Context: an optimization exercise on an open-source flow, tuned for small area, a short achievable clock period and few clock cycles per item. The choices shown serve that exercise and are no tape-out recipe. Only simulation tests tie the RTL to the original design; equivalence was not proved. Power is estimated from default activity; no workload was simulated.

## v20
==> flow/design.v (excerpt) <==
module huff_enc_top (
    input  logic        clk,
    input  logic        n_rst,
    input  logic        i_tbl_we,
    input  logic [7:0]  i_tbl_addr,
    input  logic [15:0] i_tbl_code,
    input  logic [4:0]  i_tbl_len,
    input  logic        i_start,
    input  logic        i_wait,
    input  logic [1:0]  i_comp,
    input  logic [31:0] i_data,
    output logic        o_valid,
    output logic [7:0]  o_data,
    output logic        o_done
);
Size: ~660 flip-flops.
clock: 12.0 ns
lec_check: 0
abc_area: 1
cap_margin: 20
core_margin: 2
core_utilization: 55
cts_cluster_diameter: 300
cts_cluster_size: 22
slew_margin: 20
synth_hierarchical: 1
standard.sh (not shown) runs the stock make flow with config.mk's settings and CLKGATE_MAP_FILE= SYNTH_SCRIPT=/design/flow/synth_recipe.tcl, a recipe that flattens the netlist after the stock synthesis.
==> flow/flow/run.sh <==
#!/bin/bash
# Standard ORFS layout (the standard.sh) with stronger timing repair:
# a larger setup repair target, sizing not limited to same-footprint cells,
# and plain buffers on the ports instead of delay buffers.
set -euo pipefail
bash standard.sh finish \
  SETUP_SLACK_MARGIN=6.5 \
  MATCH_CELL_FOOTPRINT=0 \
  "BUFFER_PORTS_ARGS=-buffer_cell sky130_fd_sc_hd__buf_4" \
  > standard_flow.log 2>&1
v20 | status: complete | timing, DRC, antenna: pass
Testbench counts of v20, summed over its fixed seeds: cycles 9,294, blocks 2,400.
Changes in v27 relative to v20:
Settings: an added TNS_END_PERCENT of 30.
Findings:
v27 against v20: switching part of the total stayed essentially flat, areal power density over the cells went up 1.1%, relative contribution of combinational cells to total power saw a decrease.
Going from v20 to v27, non-clock buffer count -38; post-synthesis to final-layout area growth -1.7 points.
In v27, the overall routed net length came out 2100 um below the value in v20.
There was hardly any difference in total power between v20 and v27.
Worst hold path stage count delta (v27 -> v20): insignificant
Against v20, final instance area in v27 came out better.
Relative to v27, the following input files were edited for v21:
Settings: TNS_END_PERCENT: 30 -> unset.
-- flow/flow/run.sh --
<<< v27, line 6
bash standard.sh finish \
  SETUP_SLACK_MARGIN=6.5 \
  MATCH_CELL_FOOTPRINT=0 \
>>> v21, line 6
bash standard.sh finish \
  SETUP_SLACK_MARGIN=6.2 \
  MATCH_CELL_FOOTPRINT=0 \
- v21 vs. v27: number of gates on the worst path with buffers counted went down by 2.
- Maximum clock frequency across v21 and v27: no real change.
- Side by side, routing usage on met2 turned out lower in v21 than in v27.
- Changes observed in v21 relative to v27: clock-buffer cell count rose by 2.4%; HPWL reported at the end of detailed placement rose by 0.57%; highest net fanout along the worst path rose by 5.
- Going from v27 to v21, part of the power in combinational logic shows a reduction of 0.6 points; sequential share of layout area went up 1.2 points; average routed wire per standard cell barely changed; finished layout cell area saw a decrease; detailed-router iteration count before antenna repair shrank by 3.

* * *

JK:
huff_enc_top, a different RTL version from the one above (not shown whole).
Size: ~3300 cells after synthesis.
// huff_enc_top
module huff_enc_top (
    input  logic        clk,
    input  logic        n_rst,
    input  logic        i_tbl_we,
    input  logic [7:0]  i_tbl_addr,
    input  logic [15:0] i_tbl_code,
    input  logic [4:0]  i_tbl_len,
    input  logic        i_start,
    input  logic        i_wait,
    input  logic [1:0]  i_comp,
    input  logic [31:0] i_data,
    output logic        o_valid,
    output logic [7:0]  o_data,
    output logic        o_done
);
    logic [16:0] dc_tab  [0:8];
    logic [16:0] ac_tab  [0:23];    
    logic [16:0] eob_tab;
    logic [16:0] wval;
    always_comb begin
        for (int i = 0; i < 17; i++) begin
            wval[i] = ((i_tbl_len == 5'(i)) ||
                       ((i < 16) && (i_tbl_len > 5'(i)) && i_tbl_code[i % 16]));
        end
    end
    always_ff @(posedge clk) begin
        if (n_rst && i_tbl_we) begin
            for (int c = 0; c < 9; c++)
                if (i_tbl_addr == 8'(c)) dc_tab[c] <= wval;
            for (int r = 0; r < 3; r++)
                for (int s = 1; s <= 8; s++)
  ...
export LEC_CHECK = 0
export ABC_AREA = 1
export CAP_MARGIN = 20
export CORE_MARGIN = 2
export CORE_UTILIZATION = 55
export SLEW_MARGIN = 20
export SYNTH_HIERARCHICAL = 1
create_clock -name core_clock -period 12.0 [get_ports {clk}]
==> flow/flow/run.sh <==
#!/bin/bash
# Standard ORFS layout (the standard.sh) with stronger timing repair:
# a larger setup repair target, sizing not limited to same-footprint cells,
# and plain buffers on the ports instead of delay buffers.
set -euo pipefail
bash standard.sh finish \
  SETUP_SLACK_MARGIN=5.7 \
  MATCH_CELL_FOOTPRINT=0 \
  "BUFFER_PORTS_ARGS=-buffer_cell sky130_fd_sc_hd__buf_4" \
  > standard_flow.log 2>&1
Testbench counts of JK, summed over its fixed seeds: cycles 9,294, blocks 2,400.
--- input diff JK..MS ---
Settings: setting CTS_CLUSTER_SIZE to 22 for the first time; changing CORE_UTILIZATION from 55 to 62; setting CTS_CLUSTER_DIAMETER to 300 for the first time.
--- a/flow/flow/run.sh
+++ b/flow/flow/run.sh
@@ -5,5 +5,5 @@
 set -euo pipefail
 bash standard.sh finish \
-  SETUP_SLACK_MARGIN=5.7 \
+  SETUP_SLACK_MARGIN=6.5 \
   MATCH_CELL_FOOTPRINT=0 \
   "BUFFER_PORTS_ARGS=-buffer_cell sky130_fd_sc_hd__buf_4" \
### Flow results
MS finished all stages; the layout is clean. Setup slack for MS: 0.47 ns up relative to JK. Of MS and JK, MS shows the higher number of cells traversed by the worst register-to-register path, with JK below it. The period utilization number comes out lower for MS vs JK. Power: MS draws less than JK.
Input-level comparison between AL and MS:
Settings: a change of CTS_CLUSTER_DIAMETER from 300 to 150; a change of CTS_CLUSTER_SIZE from 22 to 25; a change of CORE_UTILIZATION from 62 to 55.
Results
- In the reports for MS and AL, the larger buffering stage count on the worst path with inverters included belongs to MS.
- Ratio of final minimum period to clock period, MS and AL: larger value in AL
- STATUS violation count after the first detailed-routing iteration: AL wins against MS
Here is what was changed in the inputs of TR compared with AL.
Settings: a deleted CTS_CLUSTER_DIAMETER that had been 150; a deleted CTS_CLUSTER_SIZE that had been 25.
--- a/flow/flow/run.sh
+++ b/flow/flow/run.sh
@@ -5,5 +5,5 @@
 set -euo pipefail
 bash standard.sh finish \
-  SETUP_SLACK_MARGIN=6.5 \
+  SETUP_SLACK_MARGIN=6.3 \
   MATCH_CELL_FOOTPRINT=0 \
   "BUFFER_PORTS_ARGS=-buffer_cell sky130_fd_sc_hd__buf_4" \
### Flow results
- Looking at number of clock buffer instances in the layout, TR sits 36 above AL.
- Re cell area: TR and AL aren't equal, and the higher value belongs to TR.
- Higher wire length was reported by TR, not AL.
- Re logic depth of the worst setup path including buffers: TR and AL aren't equal, and the lower value belongs to AL.
- On area added between synthesis and finish: between TR and AL, it ends up lower for AL.
- Higher non-clock buffer count was reported by TR, not AL.
- Between TR and AL, the number of H-tree levels is higher for TR.
- Time the worst path needs with I/O delays and setup, TR and AL, higher one = TR.
Input-level comparison between PW and TR:
Settings: an added CTS_CLUSTER_SIZE of 22; an added CTS_CLUSTER_DIAMETER of 300.
--- a/flow/flow/run.sh
+++ b/flow/flow/run.sh
@@ -5,5 +5,5 @@
 set -euo pipefail
 bash standard.sh finish \
-  SETUP_SLACK_MARGIN=6.3 \
+  SETUP_SLACK_MARGIN=6.5 \
   MATCH_CELL_FOOTPRINT=0 \
   "BUFFER_PORTS_ARGS=-buffer_cell sky130_fd_sc_hd__buf_4" \
Notes after the runs:
PW vs. TR: relative contribution of sequential cells to total power went up by 8.2 points. PW has worst setup slack after placement below what TR had. Per the comparison of PW with TR, final instance area has decreased, wire length has decreased, core utilization has decreased. Going from TR to PW, multi-input combinational cell count neither gained nor lost much; worst-case hold slack picked up an extra 0.0074 ns.

## re-timing with driven ports
In the flow no input, the clock included, has a driving cell. The finished layouts below were timed again as built, in two steps.
Step 1 (the two cells are an assumption about what drives the block):
set clk [get_ports {clk}]
set_driving_cell -lib_cell sky130_fd_sc_hd__clkbuf_16 $clk
set_driving_cell -lib_cell sky130_fd_sc_hd__buf_2 [delete_from_list [all_inputs] $clk]
Step 2 adds t to the input delays and takes it off the output delays; t is the mean of the earliest and latest rising clock arrival at the registers after step 1. Input paths then give back, and output paths get back, about the clock's delay inside the block.
a / b / c = ideal / step 1 / step 2; a / b = the first two.
run	t (ns)	setup slack, ns	hold WS [ns]	slew at the worst register clock pin (ns)	worst slew at a driven data input, ns
v20	0.633	6.415 / 6.352 / 5.865	0.500 / 0.500 / 0.500	0.11 / 0.11	0.15
v27	0.646	6.229 / 6.167 / 5.699	0.501 / 0.501 / 0.501	0.11 / 0.11	0.17
v21	0.637	6.235 / 6.171 / 5.743	0.498 / 0.498 / 0.498	0.10 / 0.10	0.15
JK	0.662	5.794 / 5.728 / 5.208	0.487 / 0.487 / 0.487	0.07 / 0.07	0.18
MS	0.649	6.264 / 6.201 / 5.887	0.497 / 0.497 / 0.497	0.11 / 0.11	0.16
AL	0.682	6.203 / 6.143 / 5.885	0.495 / 0.495 / 0.495	0.12 / 0.12	0.19
TR	0.666	6.173 / 6.106 / 5.720	0.485 / 0.485 / 0.485	0.07 / 0.07	0.17
PW	0.633	6.262 / 6.197 / 5.861	0.493 / 0.493 / 0.493	0.10 / 0.10	0.21
After both steps every run listed still meets setup and hold. The setup slack of JK, which loses most, moves by -0.066 ns with the drivers and by -0.586 ns with both steps.
